This design comes from an exercise in tuning for small area, a short achievable clock period and few clock cycles on the open sky130 flow, not from production work.
In this exercise RTL edits were held to simulation tests only and were not proved equivalent to the original.
Power figures rest on the tool's default switching activity, not on a simulated workload.

--- design/flow/constraint.sdc ---
create_clock -name core_clock -period 5.0 [get_ports {clk}]
set_input_delay 1.0000 -clock core_clock [delete_from_list [all_inputs] [get_ports {clk}]]
set_output_delay 1.0000 -clock core_clock [all_outputs]
set_load 0.01 [all_outputs]
--- design/flow/config.mk ---
export PLATFORM = sky130hd
export DESIGN_NAME = ppm_p6_top
export DESIGN_NICKNAME = ppm_p6_top
export VERILOG_FILES = /design/flow/design.v
export SDC_FILE = /design/flow/constraint.sdc
export NUM_CORES = 4
export LEC_CHECK = 0
export CAP_MARGIN = 20
export CORE_MARGIN = 2
export CORE_UTILIZATION = 40
export PLACE_DENSITY = 0.6
export SETUP_SLACK_MARGIN = 2.8
export SLEW_MARGIN = 20
--- design/flow/run.sh ---
#!/bin/bash
# synth_recipe.tcl (not shown) runs the flow's synth.tcl, then flattens the netlist and writes it again
# the make line also repeats each setting of config.mk as NAME=value (left out here)
make -C /OpenROAD-flow-scripts/flow DESIGN_CONFIG=/design/flow/config.mk WORK_HOME=/design/flow/orfs CLKGATE_MAP_FILE= SYNTH_SCRIPT=/design/flow/synth_recipe.tcl finish
--- design/flow/design.v ---
package ppm_p6_pkg;
    localparam logic [2:0] KIND_PIXEL        = 3'd0;
    localparam logic [2:0] KIND_HEADER       = 3'd1;
    localparam logic [2:0] KIND_FORMAT_ERROR = 3'd2;
    localparam logic [2:0] KIND_SIZE_ERROR   = 3'd3;
    localparam logic [2:0] KIND_TRUNCATED    = 3'd4;
    localparam logic [2:0] KIND_DONE         = 3'd5;
    localparam logic [1:0] PH_SKIP   = 2'd0;
    localparam logic [1:0] PH_TOKEN  = 2'd1;
    localparam logic [1:0] PH_PIXELS = 2'd2;
    localparam logic [1:0] PH_FIN    = 2'd3;
    localparam logic [1:0] MAGIC_NONE = 2'd0;
    localparam logic [1:0] MAGIC_P    = 2'd1;
    localparam logic [1:0] MAGIC_P6   = 2'd2;
    localparam logic [1:0] MAGIC_BAD  = 2'd3;
    localparam logic [7:0] CHAR_P     = 8'h50;
    localparam logic [7:0] CHAR_SIX   = 8'h36;
    localparam logic [7:0] CHAR_HASH  = 8'h23;
    localparam logic [7:0] CHAR_NL    = 8'h0A;
    localparam logic [7:0] CHAR_MINUS = 8'h2D;
    localparam logic [7:0] CHAR_PLUS  = 8'h2B;
endpackage
import ppm_p6_pkg::*;
module ppm_p6_stream_decoder
(
    input  logic        clk,
    input  logic        rst_n,
    input  logic        in_valid,
    output logic        in_stall,
    input  logic [7:0]  in_byte,
    input  logic        in_eos,
    output logic        out_valid,
    input  logic        out_stall,
    output logic [2:0]  out_kind,
    output logic [7:0]  out_red,
    output logic [7:0]  out_green,
    output logic [7:0]  out_blue,
    output logic [15:0] out_column,
    output logic [15:0] out_row,
    output logic [15:0] out_width,
    output logic [15:0] out_height,
    output logic        out_last,
    input  logic        cfg_write,
    input  logic        cfg_index,
    input  logic [15:0] cfg_data
);
    logic [15:0] max_width_reg;
    logic [15:0] max_height_reg;
    always_ff @(posedge clk or negedge rst_n)
    begin
        if (!rst_n)
        begin
            max_width_reg  <= 16'hFFFF;
            max_height_reg <= 16'hFFFF;
        end
        else if (cfg_write)
        begin
            if (cfg_index)
                max_height_reg <= cfg_data;
            else
                max_width_reg  <= cfg_data;
        end
    end
    logic        ir_v;
    logic [7:0]  ir_b;
    logic        ir_eos;
    logic        ir_ns;         
    logic        ir_res;        
    logic        ir_pix;        
    logic        ir_wbad;       
    logic        ir_hbad;
    logic        stall_reg;
    logic [1:0]  phase_reg;
    logic [1:0]  tok_reg;
    logic        comment_reg;
    logic [1:0]  magic_reg;
    logic        ovf_reg;
    logic        digit_reg;
    logic        neg_reg;
    logic        stop_reg;
    logic        fmt_bad_reg;
    logic        size_bad_reg;
    logic [15:0] width_reg;
    logic [15:0] height_reg;
    logic [1:0]  comp_reg;
    logic [7:0]  red_reg;
    logic [7:0]  green_reg;
    logic [15:0] col_reg;       
    logic [15:0] row_reg;
    logic        col_last_reg;
    logic        row_last_reg;
    logic        s_v;
    logic [2:0]  s_kind;
    logic        s_dbl;
    logic [23:0] s_rgb;
    logic        o_v;
    logic [2:0]  o_kind;
    logic        o_dbl;
    logic        o_last;
    logic [23:0] o_rgb;
    logic [15:0] o_col;
    logic [15:0] o_row;
    logic [15:0] o_w;
    logic [15:0] o_h;
    logic [7:0]  c;
    logic        is_ws, is_hash, is_sep, is_digit;
    logic        pen;
    assign c        = ir_b;
    assign is_hash  = (c == CHAR_HASH);
    assign is_ws    = (c == 8'h20) || (c >= 8'h09 && c <= 8'h0D);
    assign is_sep   = is_ws || is_hash;
    assign is_digit = (c[7:4] == 4'h3) && (c[3:0] <= 4'd9);
    assign pen      = ir_v && !stall_reg;
    logic [15:0] acc_mul;
    logic        acc_big;
    assign acc_mul = (col_reg << 3) + (col_reg << 1) + {12'd0, c[3:0]};
    assign acc_big = (col_reg > 16'd6553) || (col_reg == 16'd6553 && c[3:0] > 4'd5);
    logic        hdr_fmt;
    logic        hdr_size;
    assign hdr_fmt  = (magic_reg != MAGIC_P6) || fmt_bad_reg || !digit_reg || neg_reg ||
                      ovf_reg || (col_reg != 16'd255);
    assign hdr_size = size_bad_reg || ir_wbad || ir_hbad;
    logic [1:0]  phase_n;
    logic [1:0]  tok_n;
    logic        comment_n;
    logic [1:0]  magic_n;
    logic [15:0] acc_n;
    logic        acc_w;
    logic        ovf_n, digit_n, neg_n, stop_n;
    logic        fmt_bad_n, size_bad_n;
    logic        width_w, height_w;
    logic [1:0]  comp_n;
    logic        red_w, green_w;
    logic [2:0]  r_kind;
    logic        r_dbl;
    always_comb
    begin
        phase_n    = phase_reg;
        tok_n      = tok_reg;
        comment_n  = comment_reg;
        magic_n    = magic_reg;
        acc_n      = acc_mul;
        acc_w      = 1'b0;
        ovf_n      = ovf_reg;
        digit_n    = digit_reg;
        neg_n      = neg_reg;
        stop_n     = stop_reg;
        fmt_bad_n  = fmt_bad_reg;
        size_bad_n = size_bad_reg;
        width_w    = 1'b0;
        height_w   = 1'b0;
        comp_n     = comp_reg;
        red_w      = 1'b0;
        green_w    = 1'b0;
        r_kind     = KIND_PIXEL;
        r_dbl      = 1'b0;
        if (ir_eos)
        begin
            case (phase_reg)
                PH_SKIP:
                    r_kind = KIND_FORMAT_ERROR;
                PH_TOKEN:
                begin
                    if (tok_reg != 2'd3 || hdr_fmt)
                        r_kind = KIND_FORMAT_ERROR;
                    else if (hdr_size)
                        r_kind = KIND_SIZE_ERROR;
                    else
                    begin
                        r_kind = KIND_HEADER;
                        r_dbl  = 1'b1;
                    end
                end
                default:
                    r_kind = KIND_TRUNCATED;
            endcase
            phase_n    = PH_SKIP;
            tok_n      = 2'd0;
            comment_n  = 1'b0;
            magic_n    = MAGIC_NONE;
            acc_n      = 16'd0;
            acc_w      = 1'b1;
            ovf_n      = 1'b0;
            digit_n    = 1'b0;
            neg_n      = 1'b0;
            stop_n     = 1'b0;
            fmt_bad_n  = 1'b0;
            size_bad_n = 1'b0;
            comp_n     = 2'd0;
        end
        else
        begin
            case (phase_reg)
                PH_SKIP, PH_TOKEN:
                begin
                    if (phase_reg == PH_SKIP && comment_reg)
                    begin
                        if (c == CHAR_NL)
                            comment_n = 1'b0;
                    end
                    else if (phase_reg == PH_SKIP && is_hash)
                        comment_n = 1'b1;
                    else if (is_sep)
                    begin
                        if (phase_reg == PH_TOKEN)
                        begin
                            acc_n   = 16'd0;
                            acc_w   = 1'b1;
                            ovf_n   = 1'b0;
                            digit_n = 1'b0;
                            neg_n   = 1'b0;
                            stop_n  = 1'b0;
                            if (tok_reg == 2'd1 || tok_reg == 2'd2)
                            begin
                                if (!digit_reg)
                                    fmt_bad_n = 1'b1;
                                if (neg_reg || ovf_reg)
                                    size_bad_n = 1'b1;
                                width_w  = (tok_reg == 2'd1);
                                height_w = (tok_reg == 2'd2);
                            end
                            if (tok_reg == 2'd3)
                            begin
                                if (hdr_fmt)
                                begin
                                    r_kind  = KIND_FORMAT_ERROR;
                                    phase_n = PH_FIN;
                                end
                                else if (hdr_size)
                                begin
                                    r_kind  = KIND_SIZE_ERROR;
                                    phase_n = PH_FIN;
                                end
                                else
                                begin
                                    r_kind  = KIND_HEADER;
                                    phase_n = PH_PIXELS;
                                    comp_n  = 2'd0;
                                    if (is_hash)
                                    begin
                                        red_w  = 1'b1;
                                        comp_n = 2'd1;
                                    end
                                end
                            end
                            else
                            begin
                                tok_n     = tok_reg + 2'd1;
                                phase_n   = PH_SKIP;
                                comment_n = is_hash;
                            end
                        end
                    end
                    else
                    begin
                        phase_n = PH_TOKEN;
                        if (tok_reg == 2'd0)
                        begin
                            if (phase_reg == PH_SKIP)
                                magic_n = (c == CHAR_P) ? MAGIC_P : MAGIC_BAD;
                            else
                                magic_n = (magic_reg == MAGIC_P && c == CHAR_SIX) ? MAGIC_P6 : MAGIC_BAD;
                        end
                        if (phase_reg == PH_SKIP && c == CHAR_MINUS)
                            neg_n = 1'b1;
                        else if (phase_reg == PH_SKIP && c == CHAR_PLUS)
                        begin
                        end
                        else if (!stop_reg)
                        begin
                            if (is_digit)
                            begin
                                acc_w   = 1'b1;
                                ovf_n   = ovf_reg || acc_big;
                                digit_n = 1'b1;
                            end
                            else
                                stop_n = 1'b1;
                        end
                    end
                end
                PH_PIXELS:
                begin
                    case (comp_reg)
                        2'd0:
                        begin
                            red_w  = 1'b1;
                            comp_n = 2'd1;
                        end
                        2'd1:
                        begin
                            green_w = 1'b1;
                            comp_n  = 2'd2;
                        end
                        default:
                        begin
                            comp_n = 2'd0;
                            r_kind = KIND_PIXEL;
                            if (col_last_reg && row_last_reg)
                            begin
                                phase_n = PH_FIN;
                                r_dbl   = 1'b1;
                            end
                        end
                    endcase
                end
                default:
                begin
                end
            endcase
        end
    end
    logic [1:0]  phase_d;
    logic [1:0]  comp_d;
    logic [1:0]  tok_d;
    logic        in_sep;
    logic        ns_new, res_new, pix_new;
    assign phase_d = pen ? phase_n : phase_reg;
    assign comp_d  = pen ? comp_n : comp_reg;
    assign tok_d   = pen ? tok_n : tok_reg;
    assign in_sep  = (in_byte == 8'h20) || (in_byte >= 8'h09 && in_byte <= 8'h0D) ||
                     (in_byte == CHAR_HASH);
    assign pix_new = !in_eos && phase_d == PH_PIXELS && comp_d == 2'd2;
    assign ns_new  = in_eos || (phase_d == PH_TOKEN && in_sep) ||
                     (phase_d == PH_PIXELS && comp_d == 2'd2);
    assign res_new = (in_eos && phase_d != PH_FIN) || pix_new ||
                     (!in_eos && phase_d == PH_TOKEN && in_sep && tok_d == 2'd3);
    logic        take;
    logic        o_free;
    logic        r_put;
    logic        o_en;
    logic        s_v_n;
    logic        o_v_n;
    logic        e_pix;
    logic        e_hdr;
    logic        adv;
    logic [2:0]  e_kind;
    logic        e_dbl;
    logic [23:0] e_rgb;
    assign take   = o_v && !out_stall;
    assign o_free = !o_v || (take && !o_dbl);
    assign o_en   = !o_v || !out_stall;
    assign r_put  = pen && ir_res;
    assign e_kind = s_v ? s_kind : r_kind;
    assign e_dbl  = s_v ? s_dbl  : r_dbl;
    assign e_rgb  = s_v ? s_rgb  : (ir_pix ? {red_reg, green_reg, c} : 24'd0);
    assign e_pix  = s_v ? (s_kind == KIND_PIXEL) : ir_pix;
    assign e_hdr  = (e_kind == KIND_HEADER);
    assign adv    = o_free && (s_v ? (s_kind == KIND_PIXEL) : (pen && ir_pix));
    assign s_v_n  = (s_v || r_put) && !o_free;
    assign o_v_n  = o_free ? (s_v || r_put) : 1'b1;
    logic in_fire;
    logic ir_v_n;
    logic ns_d;
    logic pix_d;
    assign in_fire = in_valid && !stall_reg;
    assign ir_v_n  = in_fire || (ir_v && !pen);
    assign ns_d    = in_fire ? ns_new : ir_ns;
    assign pix_d   = in_fire ? pix_new : ir_pix;
    always_ff @(posedge clk or negedge rst_n)
    begin
        if (!rst_n)
        begin
            ir_v      <= 1'b0;
            stall_reg <= 1'b0;
            s_v       <= 1'b0;
            o_v       <= 1'b0;
        end
        else
        begin
            ir_v      <= ir_v_n;
            stall_reg <= ir_v_n && ((ns_d && s_v_n) || (pix_d && s_v));
            s_v       <= s_v_n;
            o_v       <= o_v_n;
        end
    end
    always_ff @(posedge clk)
    begin
        if (!stall_reg)
        begin
            ir_b    <= in_byte;
            ir_eos  <= in_eos;
            ir_ns   <= ns_new;
            ir_res  <= res_new;
            ir_pix  <= pix_new;
            ir_wbad <= (width_reg == 16'd0) || (width_reg > max_width_reg);
            ir_hbad <= (height_reg == 16'd0) || (height_reg > max_height_reg);
        end
        if (r_put)
        begin
            s_kind <= r_kind;
            s_dbl  <= r_dbl;
            s_rgb  <= ir_pix ? {red_reg, green_reg, c} : 24'd0;
        end
        if (o_en)
        begin
            if (o_v && o_dbl)
            begin
                o_kind <= (o_kind == KIND_PIXEL) ? KIND_DONE : KIND_TRUNCATED;
                o_dbl  <= 1'b0;
                o_last <= 1'b1;
                o_rgb  <= 24'd0;
                o_col  <= 16'd0;
                o_row  <= 16'd0;
                o_w    <= 16'd0;
                o_h    <= 16'd0;
            end
            else
            begin
                o_kind <= e_kind;
                o_dbl  <= e_dbl;
                o_last <= !e_dbl;
                o_rgb  <= e_rgb;
                o_col  <= e_pix ? col_reg : 16'd0;
                o_row  <= e_pix ? row_reg : 16'd0;
                o_w    <= e_hdr ? width_reg  : 16'd0;
                o_h    <= e_hdr ? height_reg : 16'd0;
            end
        end
    end
    always_ff @(posedge clk or negedge rst_n)
    begin
        if (!rst_n)
        begin
            phase_reg    <= PH_SKIP;
            tok_reg      <= 2'd0;
            comment_reg  <= 1'b0;
            magic_reg    <= MAGIC_NONE;
            col_reg      <= 16'd0;
            ovf_reg      <= 1'b0;
            digit_reg    <= 1'b0;
            neg_reg      <= 1'b0;
            stop_reg     <= 1'b0;
            fmt_bad_reg  <= 1'b0;
            size_bad_reg <= 1'b0;
            comp_reg     <= 2'd0;
        end
        else
        begin
            if (pen)
            begin
                phase_reg    <= phase_n;
                tok_reg      <= tok_n;
                comment_reg  <= comment_n;
                magic_reg    <= magic_n;
                ovf_reg      <= ovf_n;
                digit_reg    <= digit_n;
                neg_reg      <= neg_n;
                stop_reg     <= stop_n;
                fmt_bad_reg  <= fmt_bad_n;
                size_bad_reg <= size_bad_n;
                comp_reg     <= comp_n;
            end
            if (pen && acc_w)
                col_reg <= acc_n;
            else if (adv)
                col_reg <= col_last_reg ? 16'd0 : col_reg + 16'd1;
        end
    end
    always_ff @(posedge clk)
    begin
        if (pen && width_w)
            width_reg <= col_reg;
        if (pen && height_w)
            height_reg <= col_reg;
        if (pen && red_w)
            red_reg <= c;
        if (pen && green_w)
            green_reg <= c;
        if (pen && acc_w)
            row_reg <= 16'd0;
        else if (adv && col_last_reg)
            row_reg <= row_reg + 16'd1;
        col_last_reg <= (col_reg + 16'd1 == width_reg);
        row_last_reg <= (row_reg + 16'd1 == height_reg);
    end
    assign in_stall   = stall_reg;
    assign out_valid  = o_v;
    assign out_kind   = o_kind;
    assign out_red    = o_rgb[23:16];
    assign out_green  = o_rgb[15:8];
    assign out_blue   = o_rgb[7:0];
    assign out_column = o_col;
    assign out_row    = o_row;
    assign out_width  = o_w;
    assign out_height = o_h;
    assign out_last   = o_last;
endmodule
module ppm_p6_top
(
    input  logic        clk,
    input  logic        rst_n,
    input  logic        in_valid,
    output logic        in_stall,
    input  logic [7:0]  in_byte,
    input  logic        in_eos,
    output logic        out_valid,
    input  logic        out_stall,
    output logic [2:0]  out_kind,
    output logic [7:0]  out_red,
    output logic [7:0]  out_green,
    output logic [7:0]  out_blue,
    output logic [15:0] out_column,
    output logic [15:0] out_row,
    output logic [15:0] out_width,
    output logic [15:0] out_height,
    output logic        out_last,
    input  logic        cfg_write,
    input  logic        cfg_index,
    input  logic [15:0] cfg_data
);
    ppm_p6_stream_decoder u_dec (
        .clk        (clk),
        .rst_n      (rst_n),
        .in_valid   (in_valid),
        .in_stall   (in_stall),
        .in_byte    (in_byte),
        .in_eos     (in_eos),
        .out_valid  (out_valid),
        .out_stall  (out_stall),
        .out_kind   (out_kind),
        .out_red    (out_red),
        .out_green  (out_green),
        .out_blue   (out_blue),
        .out_column (out_column),
        .out_row    (out_row),
        .out_width  (out_width),
        .out_height (out_height),
        .out_last   (out_last),
        .cfg_write  (cfg_write),
        .cfg_index  (cfg_index),
        .cfg_data   (cfg_data)
    );
endmodule
==> flow_metrics.tcl <==
set metrics [dict create \
    drc 0 \
    track_usage_pct 20.8 \
    hold_violations 0 \
    numCtsBuffers 29 \
    cp_max_fo 7 \
    insertion_delay_ns 0.55 \
    cts.sinks 268 \
    yosysTopAreaCellShare_pct 40.5 \
    synthSimpleGateAreaFrac_pct 16.9 \
    yosysMostFrequentCell "edfxtp_1" \
    worstHoldPathType "flop to flop" \
    finalWirelength_um 38000 \
    cts_max_level 1 \
    grt_pass1_wl_um 57700 \
    power_density_mw_per_mm2 347 \
    maxCapViolations 0 \
    synthDistinctLibCells 71 \
    syn-cell-area_mm2 0.0136 \
    finalSetupTns_ns 0 \
    synthAdderAreaFrac_pct 6.38 \
    skew_ns 0.0167 \
    row_count 67 \
    yosysWarnings 1 \
    timing.fmax_mhz 356 \
    syn_nets 1311 \
    place_congestion 0.888 \
    cts_hold_buf 0 \
    dp_hpwl_um 23600 \
    drt-wirelength-per-cell_um 20.0 \
    die_y_um 188 \
    worst_pin_slew_ns 0.783 \
    synth-edff-count 183 \
    synthMuxAreaShare_pct 3.47 \
    ant_nets 0 \
    numPortBuffers 124 \
    period_needed_ns 2.81 \
    io_pins 125 \
    synthToLayoutAreaGrowth_pct 31.3 \
    ys.flop_type "edfxtp_1" \
    fin_util_pct 53.3 \
    reg_top3 "u_dec.o_rgb (24), u_dec.s_rgb (24)" \
    outcome "complete, no violations" \
    cp.arrival_ns 3.28 \
    diodes 0 \
    synth-xor-area-share_pct 4.26 \
    p_leak_nw 6.94 \
    syn_inst 1212 \
    first_iter_violations 1035 \
    async_flop_share_pct 25.0 \
    synth_common_cells "edfxtp_1, and2_1, nand2_1" \
    gr-total-overflow 0 \
    antenna_found_initial 0 \
    setup_viol 0 \
    synth_compound_area_share_pct 10.0 \
    dieArea_mm2 0.0354 \
    core-area_mm2 0.0334 \
    top_layer_used "met4" \
    synth_top_area_cell "edfxtp_1" \
    yosysSeqAreaShare_pct 55.8 \
    crit_type "flop to flop" \
    vias_per_cell 5.45 \
    rsz0062_at_grt "true" \
    synth-seq-cells 268 \
    finalCritPeriodShare_pct 56.2 \
    max-clock-path-buffers 3 \
    grt_pass1_vias 9947 \
    cts_root_buffer "clkbuf_16" \
    num_vias 10300 \
    crit_required_ns 5.47 \
    synth_top_family_by_area "simple AND/OR/NAND/NOR gates" \
    end_kind "flop" \
    start_kind "flop" \
    synth_area_leaders "edfxtp_1, dfrtp_1, dfstp_2" \
    wl_met1_um 16700 \
    ir_drop_mv 0.245 \
    syn_avg_cell_area_um2 11.2 \
    initial_core_util_pct 40.6 \
    die_x_um 188 \
    met3_length_um 2490 \
    final_layout_size_suffix_gt1_share_pct 25.9 \
    dr.pass1.iters 7 \
    cts_tree "built" \
    power.total_w 0.00619 \
    wl_met2_um 17600 \
    num-nets-final 1527 \
    clkSlewWorstSetupHoldPaths_ns 0.06 \
    slew_viol_final 0 \
    slew_headroom_pct 47.8 \
    grt_max_degree 62 \
]
## worst max-delay path, cell delays in order, from the launching register on
cell       delay, ns
edfxtp_1        0.45
buf_4           0.18
nor4bb_4        0.38
nand3_1         0.17
a21o_2          0.30
a311oi_4        0.41
buf_4           0.20
o21bai_4        0.12
nor4_1          0.27
a21oi_1         0.09
o2bb2ai_1       0.16
## metrics by stage
stage	worst slack [ns]	cells	cell area [um^2]	hold slack, ns
after floorplan	2.43	1212	13800	0.439
after global placement	1.71	1740	15400	0.499
after detailed placement	1.63	1740	15400	0.506
after CTS	2.25	1875	17400	0.516
after global routing	2.05	1898	17800	0.535
final	2.19	1898	17800	0.509
## report_power, final
| part | leakage [nW] | internal [W] | switching [W] | total [W] |
|---|---|---|---|---|
| Clock | 0.434 | 0.00118 | 0.000882 | 0.00206 |
| Combinational | 3.72 | 0.000604 | 0.000723 | 0.00133 |
| Sequential | 2.78 | 0.00263 | 0.000174 | 0.00281 |
## layout make-up
cell class	instances	area, um^2
clock buffer	42	815
clock inverter	11	87.6
multi-input combinational	838	6460
fill	2869	15600
tap	448	561
timing repair buffer	234	2080
inverter	57	214
sequential	268	7610
## worst paths after layout
path                                              from                     end  slack (ns)  cells past startpoint
worst min-delay path            u_dec.max_width_reg[7]  u_dec.max_width_reg[7]        0.51                      2
min in group asynchronous                        rst_n       u_dec.col_reg[14]        0.55                      1
max in group asynchronous                        rst_n        u_dec.col_reg[9]        3.43                      2
worst max-delay path                     u_dec.ir_b[3]        u_dec.col_reg[6]        2.19                     10
worst min register to register  u_dec.max_width_reg[7]  u_dec.max_width_reg[7]        0.51                      2
worst max register to register           u_dec.ir_b[3]        u_dec.col_reg[6]        2.19                     10
## per-layer routing
| metal | global-route usage [%] | vias to the layer above |
|---|---|---|
| li1 | - | 4853 |
| met1 | 28.9 | 4980 |
| met2 | 33.6 | 417 |
| met3 | 3.00 | 98 |
| met4 | 6.69 | 0 |
| met5 | 0 | - |
## layout by cell type, fill, tap and decap left out, types with 9 or more instances in the layout
| cell type | count |
|---|---|
| nor3_2 | 10 |
| nor4_1 | 20 |
| nor2_1 | 75 |
| and2_1 | 89 |
| nand2_1 | 85 |
| nand3_1 | 21 |
| mux2i_1 | 27 |
| mux2_2 | 17 |
| clkbuf_2 | 18 |
| clkdlybuf4s50_1 | 29 |
| xor2_1 | 29 |
| ha_1 | 60 |
| or3_1 | 12 |
| inv_1 | 53 |
| o21ai_0 | 44 |
| edfxtp_1 | 183 |
| buf_2 | 13 |
| clkdlybuf4s15_1 | 63 |
| clkbuf_16 | 29 |
| a21oi_1 | 58 |
| o21ai_1 | 9 |
| o21a_1 | 12 |
| buf_4 | 79 |
| dfrtp_1 | 19 |
| dfrtp_2 | 13 |
| nor2b_1 | 9 |
| xnor2_1 | 31 |
| nand4_1 | 19 |
| buf_6 | 26 |
| clkbuf_1 | 9 |
| dfstp_2 | 32 |
| nor3_1 | 11 |
| dfxtp_1 | 13 |
## timing repair
| action | 4_1_cts | 5_1_grt |
|---|---|---|
| pin swaps | 36 | 31 |
| buffers inserted | 79 | 20 |
| endpoints found under the setup margin | 296 | 179 |
| gates resized for setup | 302 | 103 |
| cloned | 3 | 3 |
## kinds of logic (layout without fill, tap and decap cells)
kind of cell,count (synthesis),count (layout)
AO/OA/AOI/OAI,217,218
XOR/XNOR,66,66
adder cells (fa/ha/maj),68,68
buffers and inverters,110,344
flip-flops,268,268
multiplexers,45,45
AND/OR/NAND/NOR,438,441
Testbench counts, summed over its fixed seeds: cycles 66,959.

-- port drivers added, routing unchanged --
In the flow no input, the clock included, has a driving cell. The finished layout below was timed again as built, in two steps. Step 1 (the two cells are an assumption about what drives the block):
set clk [get_ports {clk}]
set_driving_cell -lib_cell sky130_fd_sc_hd__clkbuf_16 $clk
set_driving_cell -lib_cell sky130_fd_sc_hd__buf_2 [delete_from_list [all_inputs] $clk]
Step 2 times the ports against the registers' clock, not the clock port: input delays grow and output delays shrink by t, the midpoint of the rising clock arrivals with the driver on. Three values: ideal, step 1, step 2; two values: the first two.
t (ns): 0.595
slack for setup (ns): 2.191 / 2.191 / 2.108
worst hold slack (ns): 0.509 / 0.509 / 0.509
slew at the worst register clock pin (ns): 0.06 / 0.06
worst slew at a driven data input, ns: 0.05
After both steps setup and hold are still met in this run. The setup slack of this run moves by 0.000 ns with the drivers and by -0.083 ns with both steps.
